Background: an optimization exercise with open tools, aiming at a short achievable clock period and few clock cycles per item. Do not read the settings as production practice. Only simulation tests tie the RTL to the original design; equivalence was not proved.

Setup of north:
==> flow/design.v <==
`default_nettype none
package mips_decls_p;
   localparam logic [5:0] OP_RTYPE = 6'b000000;
   localparam logic [5:0] OP_J     = 6'b000010;
   localparam logic [5:0] OP_BEQ   = 6'b000100;
   localparam logic [5:0] OP_ADDI  = 6'b001000;
   localparam logic [5:0] OP_LW    = 6'b100011;
   localparam logic [5:0] OP_SW    = 6'b101011;
   localparam logic [5:0] F_ADD = 6'b100000;
   localparam logic [5:0] F_SUB = 6'b100010;
   localparam logic [5:0] F_AND = 6'b100100;
   localparam logic [5:0] F_OR  = 6'b100101;
   localparam logic [5:0] F_SLT = 6'b101010;
endpackage
`default_nettype wire
`timescale 1ns/1ps
`default_nettype none
module add32 #(
   parameter bit SUB = 1'b0
) (
   input  logic [31:0] a,
   input  logic [31:0] b,
   output logic [31:0] s
);
   logic [31:0] bb;
   logic [31:0] p0;
   logic [31:0] t0;
   logic [31:0] g0;
   logic [31:0] hg [0:5];
   logic [31:0] hp [0:5];
   logic [31:0] c;
   always_comb begin
      bb = SUB ? ~b : b;
      p0 = a ^ bb;
      t0 = a | bb;
      g0 = a & bb;
      hg[0] = g0;
      hp[0] = {t0[30:0], 1'b0};
      hg[0][0] = g0[0] | SUB;
      for (int k = 0; k < 5; k++) begin
         for (int i = 0; i < 32; i++) begin
            if (i >= (1 << k)) begin
               hg[k+1][i] = hg[k][i] | (hp[k][i] & hg[k][i - (1 << k)]);
               hp[k+1][i] = hp[k][i] & hp[k][i - (1 << k)];
            end else begin
               hg[k+1][i] = hg[k][i];
               hp[k+1][i] = hp[k][i];
            end
         end
      end
      c = t0 & hg[5];
      s = p0 ^ {c[30:0], SUB};
   end
endmodule
module alu (
   input  logic [31:0] a,
   input  logic [31:0] b,
   input  logic [31:0] imm,
   input  logic        sel_add,
   input  logic        sel_sub,
   input  logic        sel_and,
   input  logic        sel_or,
   input  logic        sel_slt,
   input  logic        sel_imm,
   input  logic        sel_ld,
   input  logic [31:0] ld,
   output logic [31:0] ad,       
   output logic [31:0] y
);
   logic [31:0] sum;
   logic [31:0] dif;
   logic        lt;
   add32 #(.SUB(1'b0)) u_add (.a(a), .b(b),   .s(sum));
   add32 #(.SUB(1'b1)) u_sub (.a(a), .b(b),   .s(dif));
   add32 #(.SUB(1'b0)) u_imm (.a(a), .b(imm), .s(ad));
   assign lt = (a[31] ^ b[31]) ? a[31] : dif[31];
   always_comb begin
      y = ({32{sel_add}} & sum)
        | ({32{sel_sub}} & dif)
        | ({32{sel_and}} & (a & b))
        | ({32{sel_or}}  & (a | b))
        | ({32{sel_imm}} & ad)
        | ({32{sel_ld}}  & ld);
      y[0] = y[0] | (sel_slt & lt);
   end
endmodule
`default_nettype wire
`timescale 1ns/1ps
`default_nettype none
module regfile (
   input  logic        clk,
   input  logic [31:1] we,
   input  logic [4:0]  ra1,
   input  logic [4:0]  ra2,
   input  logic [31:0] wd,
   output logic [31:0] rd1,
   output logic [31:0] rd2
);
   logic [31:0] regs [1:31];
   logic [31:0] nxt  [0:31];
   always_comb begin
      nxt[0] = 32'd0;
      for (int i = 1; i < 32; i++)
         nxt[i] = we[i] ? wd : regs[i];
   end
   always_ff @(posedge clk) begin
      for (int i = 1; i < 32; i++)
         if (we[i])
            regs[i] <= wd;
   end
   assign rd1 = nxt[ra1];
   assign rd2 = nxt[ra2];
endmodule
`default_nettype wire
`timescale 1ns/1ps
`default_nettype none
import mips_decls_p::*;
module datapath (
   input  logic [31:0] instr,
   input  logic [9:0]  pc1,       
   output logic [9:0]  npc,       
   output logic [9:0]  alt,       
   output logic        pt         
);
   logic       isj;
   logic       isbeq;
   logic [9:0] tgt;
   assign isj   = ~instr[31] & instr[27];
   assign isbeq = ~instr[31] & instr[28];
   assign tgt   = pc1 + instr[9:0];
   assign pt    = isbeq && (instr[15] || (instr[25:21] == instr[20:16]));
   assign npc   = isj ? instr[9:0] : (pt ? tgt : pc1);
   assign alt   = pt ? pc1 : tgt;
endmodule
`default_nettype wire
`timescale 1ns/1ps
`default_nettype none
import mips_decls_p::*;
module controller (
   input  logic [31:0] ir,
   output logic        wr,         
   output logic [4:0]  dst,
   output logic        ld,
   output logic        st,
   output logic        beq,
   output logic        sel_add,
   output logic        sel_sub,
   output logic        sel_and,
   output logic        sel_or,
   output logic        sel_slt,
   output logic        sel_imm
);
   logic [5:0] op;
   logic [5:0] fn;
   logic       rtype;
   assign op    = ir[31:26];
   assign fn    = ir[5:0];
   assign rtype = ~op[5] & ~op[3] & ~op[2] & ~op[1];
   assign ld    = op[5] & ~op[3];
   assign st    = op[5] & op[3];
   assign beq   = ~op[5] & op[2];
   assign dst     = rtype ? ir[15:11] : ir[20:16];
   assign sel_imm = ~op[5] & op[3];               
   assign wr      = (rtype | sel_imm) && (dst != 5'd0);
   assign sel_add = rtype & ~fn[3] & ~fn[2] & ~fn[1];
   assign sel_sub = rtype & ~fn[3] & fn[1];
   assign sel_and = rtype & fn[2] & ~fn[0];
   assign sel_or  = rtype & fn[2] & fn[0];
   assign sel_slt = rtype & fn[3];
endmodule
`default_nettype wire
`timescale 1ns/1ps
`default_nettype none
module mips (
   input  logic        clk,
   input  logic        rst,
   output logic [31:0] adr,
   output logic [31:0] writedata,
   output logic        memwrite,
   input  logic [31:0] readdata
);
   logic [9:0]  pc;
   logic [9:0]  pc1;
   logic [9:0]  f_npc;
   logic [9:0]  f_alt;
   logic        f_pt;
   logic [9:0]  pc_next;
   logic        f_wr;
   logic [4:0]  f_dst;
   logic        f_ld;
   logic        f_st;
   logic        f_beq;
   logic        f_add;
   logic        f_sub;
   logic        f_and;
   logic        f_or;
   logic        f_slt;
   logic        f_imm_sel;
   logic [4:0]  f_rs;
   logic [4:0]  f_rt;
   logic [31:0] f_imm;
   logic [31:0] rf1;
   logic [31:0] rf2;
   logic [31:0] f_a;
   logic [31:0] f_t;
   logic        x_v;
   logic        x_wr;
   logic [4:0]  x_dst;
   logic        x_ld;
   logic        x_st;
   logic        x_beq;
   logic        x_pt;
   logic [9:0]  x_alt;
   logic        x_add;
   logic        x_sub;
   logic        x_and;
   logic        x_or;
   logic        x_slt;
   logic        x_isel;
   logic [4:0]  x_rs;
   logic [4:0]  x_rt;
   logic [31:0] x_imm;
   logic [31:0] x_a;        
   logic [31:0] x_t;
   logic [31:0] x_ah;       
   logic [31:0] x_th;
   logic        x_rp;       
   logic        x_fa;       
   logic        x_ft;
   logic [31:0] x_ea;
   logic [31:0] x_et;
   logic [31:0] x_y;
   logic [31:0] x_ad;
   logic        x_wen;
   logic        x_mis;
   logic        x_mem;
   logic        m_v;
   logic        m_ld;
   logic [4:0]  m_dst;
   logic        m_wen;
   logic [31:1] w_sel;      
   logic [31:0] w_y;
   logic [4:0]  w_nd;
   assign pc1 = pc + 10'd1;
   datapath u_fetch (
      .instr (readdata),
      .pc1   (pc1),
      .npc   (f_npc),
      .alt   (f_alt),
      .pt    (f_pt)
   );
   assign pc_next = m_v ? pc : (x_mis ? x_alt : f_npc);
   always_ff @(posedge clk) begin
      if (rst)
         pc <= 10'd0;
      else
         pc <= pc_next;
   end
   assign f_rs  = readdata[25:21];
   assign f_rt  = readdata[20:16];
   assign f_imm = {{16{readdata[15]}}, readdata[15:0]};
   controller u_dec (
      .ir      (readdata),
      .wr      (f_wr),
      .dst     (f_dst),
      .ld      (f_ld),
      .st      (f_st),
      .beq     (f_beq),
      .sel_add (f_add),
      .sel_sub (f_sub),
      .sel_and (f_and),
      .sel_or  (f_or),
      .sel_slt (f_slt),
      .sel_imm (f_imm_sel)
   );
   regfile u_rf (
      .clk (clk),
      .we  (w_sel),
      .ra1 (f_rs),
      .ra2 (f_rt),
      .wd  (w_y),
      .rd1 (rf1),
      .rd2 (rf2)
   );
   assign f_a = rf1;
   assign f_t = rf2;
   assign x_ea = x_fa ? w_y : (x_rp ? x_ah : x_a);
   assign x_et = x_ft ? w_y : (x_rp ? x_th : x_t);
   alu u_alu (
      .a       (x_ea),
      .b       (x_et),
      .imm     (x_imm),
      .sel_add (x_add & ~m_v),
      .sel_sub (x_sub & ~m_v),
      .sel_and (x_and & ~m_v),
      .sel_or  (x_or & ~m_v),
      .sel_slt (x_slt & ~m_v),
      .sel_imm (x_isel & ~m_v),
      .sel_ld  (m_v),
      .ld      (readdata),
      .ad      (x_ad),
      .y       (x_y)
   );
   assign x_wen = x_v & x_wr & ~m_v;
   assign x_mis = x_v & x_beq & ((x_ea == x_et) != x_pt);
   assign x_mem = x_v & (x_ld | x_st) & ~m_v;
   always_ff @(posedge clk) begin
      if (rst)
         x_v <= 1'b0;
      else if (!m_v)
         x_v <= ~x_mis;
   end
   always_ff @(posedge clk) begin
      x_a  <= f_a;
      x_t  <= f_t;
      x_rp <= m_v;
      if (m_v) begin
         x_ah <= x_a;
         x_th <= x_t;
      end
   end
   always_ff @(posedge clk) begin
      if (!m_v) begin
         x_wr   <= f_wr;
         x_dst  <= f_dst;
         x_ld   <= f_ld;
         x_st   <= f_st;
         x_beq  <= f_beq;
         x_pt   <= f_pt;
         x_alt  <= f_alt;
         x_add  <= f_add;
         x_sub  <= f_sub;
         x_and  <= f_and;
         x_or   <= f_or;
         x_slt  <= f_slt;
         x_isel <= f_imm_sel;
         x_rs   <= f_rs;
         x_rt   <= f_rt;
         x_imm  <= f_imm;
         x_fa   <= x_wen && (x_dst == f_rs);
         x_ft   <= x_wen && (x_dst == f_rt);
      end else begin
         x_fa   <= m_wen && (m_dst == x_rs);
         x_ft   <= m_wen && (m_dst == x_rt);
      end
   end
   assign m_wen = m_v & m_ld & (m_dst != 5'd0);
   assign w_nd = m_v ? m_dst : x_dst;
   always_ff @(posedge clk) begin
      for (int i = 1; i < 32; i++) begin
         if (rst)
            w_sel[i] <= 1'b0;
         else
            w_sel[i] <= (x_wen | m_wen) && (w_nd == 5'(i));
      end
      w_y <= x_y;
   end
   always_ff @(posedge clk) begin
      if (rst) begin
         m_v      <= 1'b0;
         memwrite <= 1'b0;
         adr      <= 32'd0;
      end else begin
         m_v      <= x_mem;
         memwrite <= x_mem & x_st;
         adr      <= x_mem ? x_ad : {20'd0, pc_next, 2'b00};
      end
   end
   always_ff @(posedge clk) begin
      writedata <= x_et;
      if (!m_v) begin
         m_ld  <= x_ld;
         m_dst <= x_dst;
      end
   end
endmodule
`default_nettype wire
==> flow/config.mk <==
export PLATFORM = sky130hd
export DESIGN_NAME = mips
export DESIGN_NICKNAME = mips
export VERILOG_FILES = /design/flow/design.v
export SDC_FILE = /design/flow/constraint.sdc
export NUM_CORES = 4
export LEC_CHECK = 0
export ABC_AREA = 1
export CAP_MARGIN = 20
export CELL_PAD_IN_SITES_DETAIL_PLACEMENT = 1
export CELL_PAD_IN_SITES_GLOBAL_PLACEMENT = 2
export CORE_MARGIN = 2
export CORE_UTILIZATION = 28
export GPL_ROUTABILITY_DRIVEN = 1
export GPL_TIMING_DRIVEN = 1
export PLACE_DENSITY = 0.45
export SLEW_MARGIN = 20
==> flow/constraint.sdc <==
create_clock -name core_clock -period 9.0 [get_ports {clk}]
set_input_delay 1.8000 -clock core_clock [delete_from_list [all_inputs] [get_ports {clk}]]
set_output_delay 1.8000 -clock core_clock [all_outputs]
set_load 0.01 [all_outputs]
standard.sh (not shown) runs the stock make flow with config.mk's settings and CLKGATE_MAP_FILE= SYNTH_SCRIPT=/design/flow/synth_recipe.tcl, a recipe that flattens the netlist after the stock synthesis.
==> flow/flow/run.sh <==
#!/bin/bash
set -euo pipefail
bash standard.sh SETUP_SLACK_MARGIN=6.5 ADDER_MAP_FILE= finish > standard_make.log 2>&1
Testbench counts of north, summed over its fixed seeds: cycles 22,452, instrs 16,759.
Here is what was changed in the inputs of south compared with north.
--- a/flow/design.v
+++ b/flow/design.v
@@ -89,27 +89,21 @@
 `default_nettype none
 module regfile (
    input  logic        clk,
-   input  logic [31:1] we,
+   input  logic        we,
    input  logic [4:0]  ra1,
    input  logic [4:0]  ra2,
+   input  logic [4:0]  wa,
    input  logic [31:0] wd,
    output logic [31:0] rd1,
    output logic [31:0] rd2
 );
    logic [31:0] regs [1:31];
-   logic [31:0] nxt  [0:31];
-   always_comb begin
-      nxt[0] = 32'd0;
-      for (int i = 1; i < 32; i++)
-         nxt[i] = we[i] ? wd : regs[i];
-   end
    always_ff @(posedge clk) begin
-      for (int i = 1; i < 32; i++)
-         if (we[i])
-            regs[i] <= wd;
+      if (we && (wa != 5'd0))
+         regs[wa] <= wd;
    end
-   assign rd1 = nxt[ra1];
-   assign rd2 = nxt[ra2];
+   assign rd1 = (ra1 == 5'd0) ? 32'd0 : regs[ra1];
+   assign rd2 = (ra2 == 5'd0) ? 32'd0 : regs[ra2];
 endmodule
 `default_nettype wire
 `timescale 1ns/1ps
@@ -238,9 +232,9 @@
    logic        m_ld;
    logic [4:0]  m_dst;
    logic        m_wen;
-   logic [31:1] w_sel;      
+   logic        w_v;
+   logic [4:0]  w_dst;
    logic [31:0] w_y;
-   logic [4:0]  w_nd;
    assign pc1 = pc + 10'd1;
    datapath u_fetch (
       .instr (readdata),
@@ -275,15 +269,16 @@
    );
    regfile u_rf (
       .clk (clk),
-      .we  (w_sel),
+      .we  (w_v),
       .ra1 (f_rs),
       .ra2 (f_rt),
+      .wa  (w_dst),
       .wd  (w_y),
       .rd1 (rf1),
       .rd2 (rf2)
    );
-   assign f_a = rf1;
-   assign f_t = rf2;
+   assign f_a = (w_v && (w_dst == f_rs)) ? w_y : rf1;
+   assign f_t = (w_v && (w_dst == f_rt)) ? w_y : rf2;
    assign x_ea = x_fa ? w_y : (x_rp ? x_ah : x_a);
    assign x_et = x_ft ? w_y : (x_rp ? x_th : x_t);
    alu u_alu (
@@ -345,15 +340,15 @@
       end
    end
    assign m_wen = m_v & m_ld & (m_dst != 5'd0);
-   assign w_nd = m_v ? m_dst : x_dst;
    always_ff @(posedge clk) begin
-      for (int i = 1; i < 32; i++) begin
-         if (rst)
-            w_sel[i] <= 1'b0;
-         else
-            w_sel[i] <= (x_wen | m_wen) && (w_nd == 5'(i));
-      end
-      w_y <= x_y;
+      if (rst)
+         w_v <= 1'b0;
+      else
+         w_v <= x_wen | m_wen;
+   end
+   always_ff @(posedge clk) begin
+      w_dst <= m_v ? m_dst : x_dst;
+      w_y   <= x_y;
    end
    always_ff @(posedge clk) begin
       if (rst) begin
Findings:
- south went all the way through the flow, and no timing, DRC or antenna check failed.
- north finished end to end and its layout was clean on timing, DRC and antenna.
- From north to south the numbers moved as follows: area of all sequential standard cells rose about 34%; number of clock buffer instances in the layout went up about 3.5%; x dimension of the die shows an increase of about 3%; fraction of the core area covered by cells at the end of the flow roughly the same.
- Routed wire length on met3, north and south: higher on north
- south: count of placed standard cells in the final layout, fillers left out is 1,226 lower than what north reported.
- south: height of the die 14 um above north
- Summary of south over north: critical path depth lost 12, area added between synthesis and finish rose 0.77 points.
- Looking at main combinational cell family by area after synthesis, the simple AND/OR/NAND/NOR gates result is from north; the compound AO/OA/AOI/OAI gates one comes from south.
- Compared with north, non-clock buffer count in south decreased slightly.
- When the final numbers for north and south were put side by side, the switching part of the total turned out to be greater in north.
- Shortest period the worst path allows ends up higher on north.
- Overall track demand over capacity in global routing delta for south relative to north: 2.2 points lower
- Synthesized cell count (south / north): 0.842
- Run comparison: south most common cell after layout, fill and taps aside sky130_fd_sc_hd__edfxtp_1; north most common cell after layout, fill and taps aside sky130_fd_sc_hd__nand2_1
Testbench counts of south, summed over its fixed seeds: cycles 22,452, instrs 16,759.

==> port drivers added, routing unchanged <==
In the flow no input, the clock included, has a driving cell. The finished layouts below were timed again as built, in two steps. Step 1 assumes that a clkbuf_16 drives the clock port and a buf_2 every other input. Step 2 adds t to the input delays and takes it off the output delays; t is the mean of the earliest and latest rising clock arrival at the registers after step 1. Input paths then give back, and output paths get back, about the clock's delay inside the block. Slacks: ideal ports / drivers / drivers and shift; pairs: ideal ports / drivers.
| run | shift t [ns] | slack for setup (ns) | latest minus earliest clock arrival (ns) |
|---|---|---|---|
| north | 0.932 | 5.553 / 5.460 / 4.528 | 0.048 / 0.049 |
| south | 0.949 | 5.856 / 5.731 / 4.782 | 0.054 / 0.054 |
After both steps every run listed still meets setup and hold. For south, which loses most, drivers alone change the setup slack by -0.125 ns; drivers and shift together by -1.074 ns.
